Source: an optimization exercise on an open RTL-to-GDS flow (aim: small area). Production flows keep margins and buffers that such runs may drop.
The RTL was checked by simulation tests, not by an equivalence proof against the original design.
Power and IR drop assume default switching activity.

==> job 7925: inputs <==
==> flow/design.v <==
package dmem_pkg;
  localparam logic [2:0] F3_B  = 3'b000;
  localparam logic [2:0] F3_H  = 3'b001;
  localparam logic [2:0] F3_W  = 3'b010;
  localparam logic [2:0] F3_BU = 3'b100;
  localparam logic [2:0] F3_HU = 3'b101;
  typedef enum logic {
    CLEAR,
    READY
  } dmem_state_t;
endpackage
module dmem_bit_next
(
  input  logic q,
  input  logic wr,
  input  logic col_n,
  input  logic hold,
  output logic d
);
  assign d = ~((q | wr) & (col_n | hold));
endmodule
module dmem_rd_pair
(
  input  logic q0,
  input  logic sel0_n,
  input  logic q1,
  input  logic sel1_n,
  output logic y
);
  assign y = ~((q0 | sel0_n) & (q1 | sel1_n));
endmodule
module dmem_rd_col
#(
  parameter int unsigned DEPTH = 64
) (
  input  logic [DEPTH-1:0] q,
  input  logic [DEPTH-1:0] sel_n,
  output logic             y_n
);
  logic [DEPTH/2-1:0] p;
  for (genvar k = 0; k < DEPTH/2; k++) begin : g_pair
    dmem_rd_pair u_pair (
      .q0     (q[2*k]),
      .sel0_n (sel_n[2*k]),
      .q1     (q[2*k+1]),
      .sel1_n (sel_n[2*k+1]),
      .y      (p[k])
    );
  end
  assign y_n = |p;
endmodule
module byte_data_memory
#(
  parameter int unsigned DEPTH          = 64,
  parameter bit          CLEAR_ON_RESET = 1'b1
) (
  input  logic        clk,
  input  logic        reset,
  input  logic        req_valid,
  output logic        req_ready,
  input  logic        req_we,
  input  logic [2:0]  req_funct3,
  input  logic [31:0] req_addr,
  input  logic [31:0] req_wdata,
  output logic        rsp_valid,
  output logic [31:0] rsp_rdata,
  output logic        rsp_err,
  output logic        clear_busy
);
  localparam int unsigned AW = $clog2(DEPTH);
  logic [32*DEPTH-1:0]   mem_q;
  dmem_pkg::dmem_state_t state;
  logic [AW-1:0] sweep_cnt;
  logic          phase;
  logic          clearing;
  logic          sweep_sel;
  logic [AW-1:0] idx;
  logic          out_of_range;
  logic          misaligned;
  logic          illegal;
  logic          err;
  logic          accept;
  logic [3:0]    be;
  logic [31:0]   wdata_lane;
  logic [31:0]   rword;
  logic [31:0]   rdata_ext;
  assign clearing   = (state == dmem_pkg::CLEAR);
  assign req_ready  = (state == dmem_pkg::READY);
  assign clear_busy = clearing;
  assign phase      = sweep_cnt[0];
  assign accept     = req_valid && req_ready;
  assign idx          = req_addr[2 +: AW];
  assign out_of_range = |req_addr[31:2+AW];
  always_comb begin
    logic [7:0]  rbyte;
    logic [15:0] rhalf;
    rbyte      = rword[{req_addr[1:0], 3'b000} +: 8];
    rhalf      = rword[{req_addr[1], 4'b0000} +: 16];
    be         = '0;
    wdata_lane = '0;
    rdata_ext  = '0;
    misaligned = 1'b0;
    illegal    = 1'b0;
    case (req_funct3)
      dmem_pkg::F3_B: begin
        be         = 4'b0001 << req_addr[1:0];
        wdata_lane = {4{req_wdata[7:0]}};
        rdata_ext  = {{24{rbyte[7]}}, rbyte};
      end
      dmem_pkg::F3_H: begin
        misaligned = req_addr[0];
        be         = req_addr[1] ? 4'b1100 : 4'b0011;
        wdata_lane = {2{req_wdata[15:0]}};
        rdata_ext  = {{16{rhalf[15]}}, rhalf};
      end
      dmem_pkg::F3_W: begin
        misaligned = |req_addr[1:0];
        be         = '1;
        wdata_lane = req_wdata;
        rdata_ext  = rword;
      end
      dmem_pkg::F3_BU: begin
        illegal   = req_we;
        rdata_ext = {24'h000000, rbyte};
      end
      dmem_pkg::F3_HU: begin
        illegal    = req_we;
        misaligned = req_addr[0];
        rdata_ext  = {16'h0000, rhalf};
      end
      default: illegal = 1'b1;
    endcase
  end
  assign err = out_of_range || misaligned || illegal;
  always_ff @(posedge clk) begin
    if (reset) begin
      state     <= CLEAR_ON_RESET ? dmem_pkg::CLEAR : dmem_pkg::READY;
      sweep_cnt <= '0;
      sweep_sel <= CLEAR_ON_RESET;
      rsp_valid <= 1'b0;
      rsp_err   <= 1'b0;
      rsp_rdata <= '0;
    end else begin
      if (clearing && sweep_cnt == AW'(DEPTH - 1)) begin
        state     <= dmem_pkg::READY;
        sweep_sel <= 1'b0;
      end
      sweep_cnt <= sweep_cnt + 1'b1;
      rsp_valid <= accept;
      rsp_err   <= accept && err;
      rsp_rdata <= (accept && !req_we && !err) ? rdata_ext : '0;
    end
  end
  logic [AW-1:0]    widx;
  logic [DEPTH-1:0] wsel;
  assign widx = sweep_sel ? sweep_cnt : idx;
  always_comb begin
    for (int r = 0; r < DEPTH; r++) wsel[r] = (widx == AW'(r));
  end
  logic          wen;
  logic [3:0]    lane_on;
  logic [31:0]   col_n;
  assign wen = clearing || (accept && req_we && !err);
  always_comb begin
    for (int l = 0; l < 4; l++) begin
      lane_on[l] = clearing || be[l];
      for (int b = 8*l; b < 8*l + 8; b++) begin
        col_n[b] = lane_on[l] ? ((!clearing && wdata_lane[b]) ^ phase) : 1'b1;
      end
    end
  end
  logic [32*DEPTH-1:0] mem_d;
  for (genvar r = 0; r < DEPTH; r++) begin : g_row
    logic       hold;
    logic [3:0] wr;
    assign hold = !(wen && wsel[r]);
    assign wr   = {4{wen && wsel[r]}} & lane_on;
    for (genvar b = 0; b < 32; b++) begin : g_bit
      dmem_bit_next u_next (
        .q     (mem_q[32*r + b]),
        .wr    (wr[b/8]),
        .col_n (col_n[b]),
        .hold  (hold),
        .d     (mem_d[32*r + b])
      );
    end
  end
  always_ff @(posedge clk) begin
    mem_q <= mem_d;
  end
  logic [DEPTH-1:0] rsel_n;
  logic [31:0]      rcol_n;
  assign rsel_n = ~wsel;
  for (genvar b = 0; b < 32; b++) begin : g_col
    logic [DEPTH-1:0] q;
    for (genvar r = 0; r < DEPTH; r++) begin : g_q
      assign q[r] = mem_q[32*r + b];
    end
    dmem_rd_col #(.DEPTH(DEPTH)) u_col (
      .q     (q),
      .sel_n (rsel_n),
      .y_n   (rcol_n[b])
    );
  end
  assign rword = ~rcol_n ^ {32{phase}};
endmodule
==> flow/run.sh <==
#!/bin/bash
# synth_recipe.tcl (not shown) runs the flow's synth.tcl, then flattens the netlist and writes it again
# the make line also repeats each setting of config.mk as NAME=value (left out here)
make -C /OpenROAD-flow-scripts/flow DESIGN_CONFIG=/design/flow/config.mk WORK_HOME=/design/flow/orfs CLKGATE_MAP_FILE= SYNTH_SCRIPT=/design/flow/synth_recipe.tcl finish
==> flow/config.mk <==
export PLATFORM = sky130hd
export DESIGN_NAME = byte_data_memory
export DESIGN_NICKNAME = byte_data_memory
export VERILOG_FILES = /design/flow/design.v
export SDC_FILE = /design/flow/constraint.sdc
export NUM_CORES = 4
export LEC_CHECK = 0
export CAP_MARGIN = 20
export CORE_MARGIN = 2
export CORE_UTILIZATION = 40
export SLEW_MARGIN = 20
export SYNTH_HIERARCHICAL = 1
==> flow/constraint.sdc <==
create_clock -name core_clock -period 5.0 [get_ports {clk}]
set_input_delay 1.0000 -clock core_clock [delete_from_list [all_inputs] [get_ports {clk}]]
set_output_delay 1.0000 -clock core_clock [all_outputs]
set_load 0.01 [all_outputs]
==> job 9289 (differences from job 7925) <==
==> flow/design.v, changed modules only <==
module byte_data_memory
#(
  parameter int unsigned DEPTH          = 64,
  parameter bit          CLEAR_ON_RESET = 1'b1
) (
  input  logic        clk,
  input  logic        reset,
  input  logic        req_valid,
  output logic        req_ready,
  input  logic        req_we,
  input  logic [2:0]  req_funct3,
  input  logic [31:0] req_addr,
  input  logic [31:0] req_wdata,
  output logic        rsp_valid,
  output logic [31:0] rsp_rdata,
  output logic        rsp_err,
  output logic        clear_busy
);
  localparam int unsigned AW = $clog2(DEPTH);
  logic [32*DEPTH-1:0]   mem_q;
  dmem_pkg::dmem_state_t state;
  logic [AW-1:0] sweep_cnt;
  logic          phase;
  logic          clearing;
  logic          sweep_sel;
  logic [AW-1:0] idx;
  logic          out_of_range;
  logic          misaligned;
  logic          illegal;
  logic          err;
  logic          accept;
  logic [3:0]    be;
  logic [31:0]   wdata_lane;
  logic [31:0]   rword;
  logic          rload_q;
  logic [31:0]   rcol_q;
  logic [2:0]    rf3_q;
  logic [1:0]    rlo_q;
  assign clearing   = (state == dmem_pkg::CLEAR);
  assign req_ready  = (state == dmem_pkg::READY);
  assign clear_busy = clearing;
  assign phase      = sweep_cnt[0];
  assign accept     = req_valid && req_ready;
  assign idx          = req_addr[2 +: AW];
  assign out_of_range = |req_addr[31:2+AW];
  always_comb begin
    be         = '0;
    wdata_lane = '0;
    misaligned = 1'b0;
    illegal    = 1'b0;
    case (req_funct3)
      dmem_pkg::F3_B: begin
        be         = 4'b0001 << req_addr[1:0];
        wdata_lane = {4{req_wdata[7:0]}};
      end
      dmem_pkg::F3_H: begin
        misaligned = req_addr[0];
        be         = req_addr[1] ? 4'b1100 : 4'b0011;
        wdata_lane = {2{req_wdata[15:0]}};
      end
      dmem_pkg::F3_W: begin
        misaligned = |req_addr[1:0];
        be         = '1;
        wdata_lane = req_wdata;
      end
      dmem_pkg::F3_BU: begin
        illegal = req_we;
      end
      dmem_pkg::F3_HU: begin
        illegal    = req_we;
        misaligned = req_addr[0];
      end
      default: illegal = 1'b1;
    endcase
  end
  assign err = out_of_range || misaligned || illegal;
  always_ff @(posedge clk) begin
    if (reset) begin
      state     <= CLEAR_ON_RESET ? dmem_pkg::CLEAR : dmem_pkg::READY;
      sweep_cnt <= '0;
      sweep_sel <= CLEAR_ON_RESET;
      rsp_valid <= 1'b0;
      rsp_err   <= 1'b0;
      rload_q   <= 1'b0;
    end else begin
      if (clearing && sweep_cnt == AW'(DEPTH - 1)) begin
        state     <= dmem_pkg::READY;
        sweep_sel <= 1'b0;
      end
      sweep_cnt <= sweep_cnt + 1'b1;
      rsp_valid <= accept;
      rsp_err   <= accept && err;
      rload_q   <= accept && !req_we && !err;
    end
  end
  logic [AW-1:0]    widx;
  logic [DEPTH-1:0] row_n;
  assign widx = sweep_sel ? sweep_cnt : idx;
  always_comb begin
    for (int r = 0; r < DEPTH; r++) row_n[r] = (widx != AW'(r));
  end
  logic [3:0]    lane_on;
  logic [31:0]   col_n;
  always_comb begin
    for (int l = 0; l < 4; l++) begin
      lane_on[l] = clearing || (accept && req_we && !err && be[l]);
      for (int b = 8*l; b < 8*l + 8; b++) begin
        col_n[b] = lane_on[l] ? ((!clearing && wdata_lane[b]) ^ phase) : 1'b1;
      end
    end
  end
  logic [32*DEPTH-1:0] mem_d;
  for (genvar r = 0; r < DEPTH; r++) begin : g_row
    logic [3:0] wr;
    assign wr = {4{!row_n[r]}} & lane_on;
    for (genvar b = 0; b < 32; b++) begin : g_bit
      dmem_bit_next u_next (
        .q     (mem_q[32*r + b]),
        .wr    (wr[b/8]),
        .col_n (col_n[b]),
        .hold  (row_n[r]),
        .d     (mem_d[32*r + b])
      );
    end
  end
  always_ff @(posedge clk) begin
    mem_q <= mem_d;
  end
  logic [31:0]      rcol_n;
  for (genvar b = 0; b < 32; b++) begin : g_col
    logic [DEPTH-1:0] q;
    for (genvar r = 0; r < DEPTH; r++) begin : g_q
      assign q[r] = mem_q[32*r + b];
    end
    dmem_rd_col #(.DEPTH(DEPTH)) u_col (
      .q     (q),
      .sel_n (row_n),
      .y_n   (rcol_n[b])
    );
  end
  always_ff @(posedge clk) begin
    rcol_q <= rcol_n;
    rf3_q  <= req_funct3;
    rlo_q  <= req_addr[1:0];
  end
  assign rword = (rcol_q ^ {32{phase}}) & {32{rload_q}};
  always_comb begin
    logic [7:0]  rbyte;
    logic [15:0] rhalf;
    logic        rsign;
    rbyte = rword[{rlo_q, 3'b000} +: 8];
    rhalf = rword[{rlo_q[1], 4'b0000} +: 16];
    rsign = !rf3_q[2] && (rf3_q[0] ? rhalf[15] : rbyte[7]);
    if (rf3_q[1])      rsp_rdata = rword;
    else if (rf3_q[0]) rsp_rdata = {{16{rsign}}, rhalf};
    else               rsp_rdata = {{24{rsign}}, rbyte};
  end
endmodule
==> flow/flow/run.sh (new file) <==
#!/bin/bash
# Own layout flow: the standard ORFS flow, standard synthesis unchanged.
# Changes from the standard layout:
#  - ports are buffered with plain buf_1 cells (the default pick is a
#    clkdlybuf4s50 delay cell, which is slow and twice the area; the
#    resizer can still upsize a plain buffer where timing needs it);
#  - clock tree synthesis adds no dummy balancing loads.
# The full make output goes to standard_flow.log; each ORFS step keeps its
# own log under orfs/logs/.
set -euo pipefail
cd "$(dirname "$0")/.."
bash standard.sh finish \
  "BUFFER_PORTS_ARGS=-buffer_cell sky130_fd_sc_hd__buf_1" \
  "CTS_ARGS=-sink_clustering_enable -repair_clock_nets -dont_use_dummy_load -sink_clustering_size 24 -sink_clustering_max_diameter 80" \
  > standard_flow.log 2>&1
==> flow/standard.sh (new file) <==
#!/bin/bash
# synth_recipe.tcl (not shown) runs the flow's synth.tcl, then flattens the netlist and writes it again
# the make line also repeats each setting of config.mk as NAME=value (left out here)
make -C /OpenROAD-flow-scripts/flow DESIGN_CONFIG=/design/flow/config.mk WORK_HOME=/design/flow/orfs CLKGATE_MAP_FILE= SYNTH_SCRIPT=/design/flow/synth_recipe.tcl "${@:-finish}"
--- a/flow/config.mk
+++ b/flow/config.mk
@@ -8,5 +8,8 @@
 export CAP_MARGIN = 20
 export CORE_MARGIN = 2
-export CORE_UTILIZATION = 40
+export CORE_UTILIZATION = 55
+export CTS_CLUSTER_DIAMETER = 80
+export CTS_CLUSTER_SIZE = 24
+export GPL_TIMING_DRIVEN = 0
 export SLEW_MARGIN = 20
 export SYNTH_HIERARCHICAL = 1
removed: flow/run.sh
==> qor summary <==
metric	job 7925	job 9289
Outcome	finished clean	finished clean
Multiplexer area fraction after synthesis	0.004197	0.002795
Required time of the worst setup path	5.78 ns	5.57 ns
Timing-limited maximum frequency	202.5 MHz	207.3 MHz
Combined buffer and inverter count along the critical path	9	3
Endpoint, Worst Hold	mem_q[24]	mem_q[1548]
Wl on met1	125.9 mm	100.2 mm
Part of the total power dissipated in sequential elements	0.486	0.626
Drt first-iter violations	8444	6248
Number of vias per cell after detailed routing	6.931	7.165
Final clock period utilization by the worst path	0.9876	0.9649
Final wirelength	329.3 mm	226.4 mm
Depth of the worst register-to-register path	19	10
Slowest cell on crit path	nor4_2	nor4_1
Antenna Cells	9	0
Final WS setup	0.06182 ns	0.1756 ns
Maximum VDD drop	0.0003209 V	0.0003302 V
Post-layout instance count excluding filler cells	10190	8304
Fraction of area in registers	0.4695	0.5483
# rows	152	129
Count of inverters other than clock inverters in the layout	24	17
Met2 track demand over resource	0.5393	0.5182
Signal buf overhead	0.1099	0.04277
Final total power	0.03906 W	0.03046 W
Placeable core region	171700 sq um	123200 sq um
Minimum period implied by the final worst setup slack	4.938 ns	4.824 ns
Nets	7776	6741

what the ideal ports hide:
Ports are ideal in the flow. The routed layouts listed here were re-timed in OpenROAD. Step 1 sets driving cells, clkbuf_16 on the clock port and buf_2 on the other inputs (assumed; they add their load-dependent delay and slew). Step 2, shift: input delay + t, output delay - t, t = (earliest + latest rising clock arrival at the registers) / 2. This alone moves slack from input paths to output paths. Three values: ideal, step 1, step 2; two values: the first two.
| run | shift t [ns] | setup WS [ns] | latest minus earliest clock arrival (ns) | worst data-port slew with drivers (ns) |
|---|---|---|---|---|
| job 7925 | 0.948 | 0.062 / 0.110 / -0.837 | 0.029 / 0.029 | 0.14 |
| job 9289 | 0.780 | 0.176 / 0.176 / -0.219 | 0.055 / 0.055 | 0.17 |
With both steps, setup timing fails in job 7925 and job 9289, where it was met with ideal ports. For job 7925, which loses most, drivers alone change the setup slack by +0.048 ns; drivers and shift together by -0.899 ns.
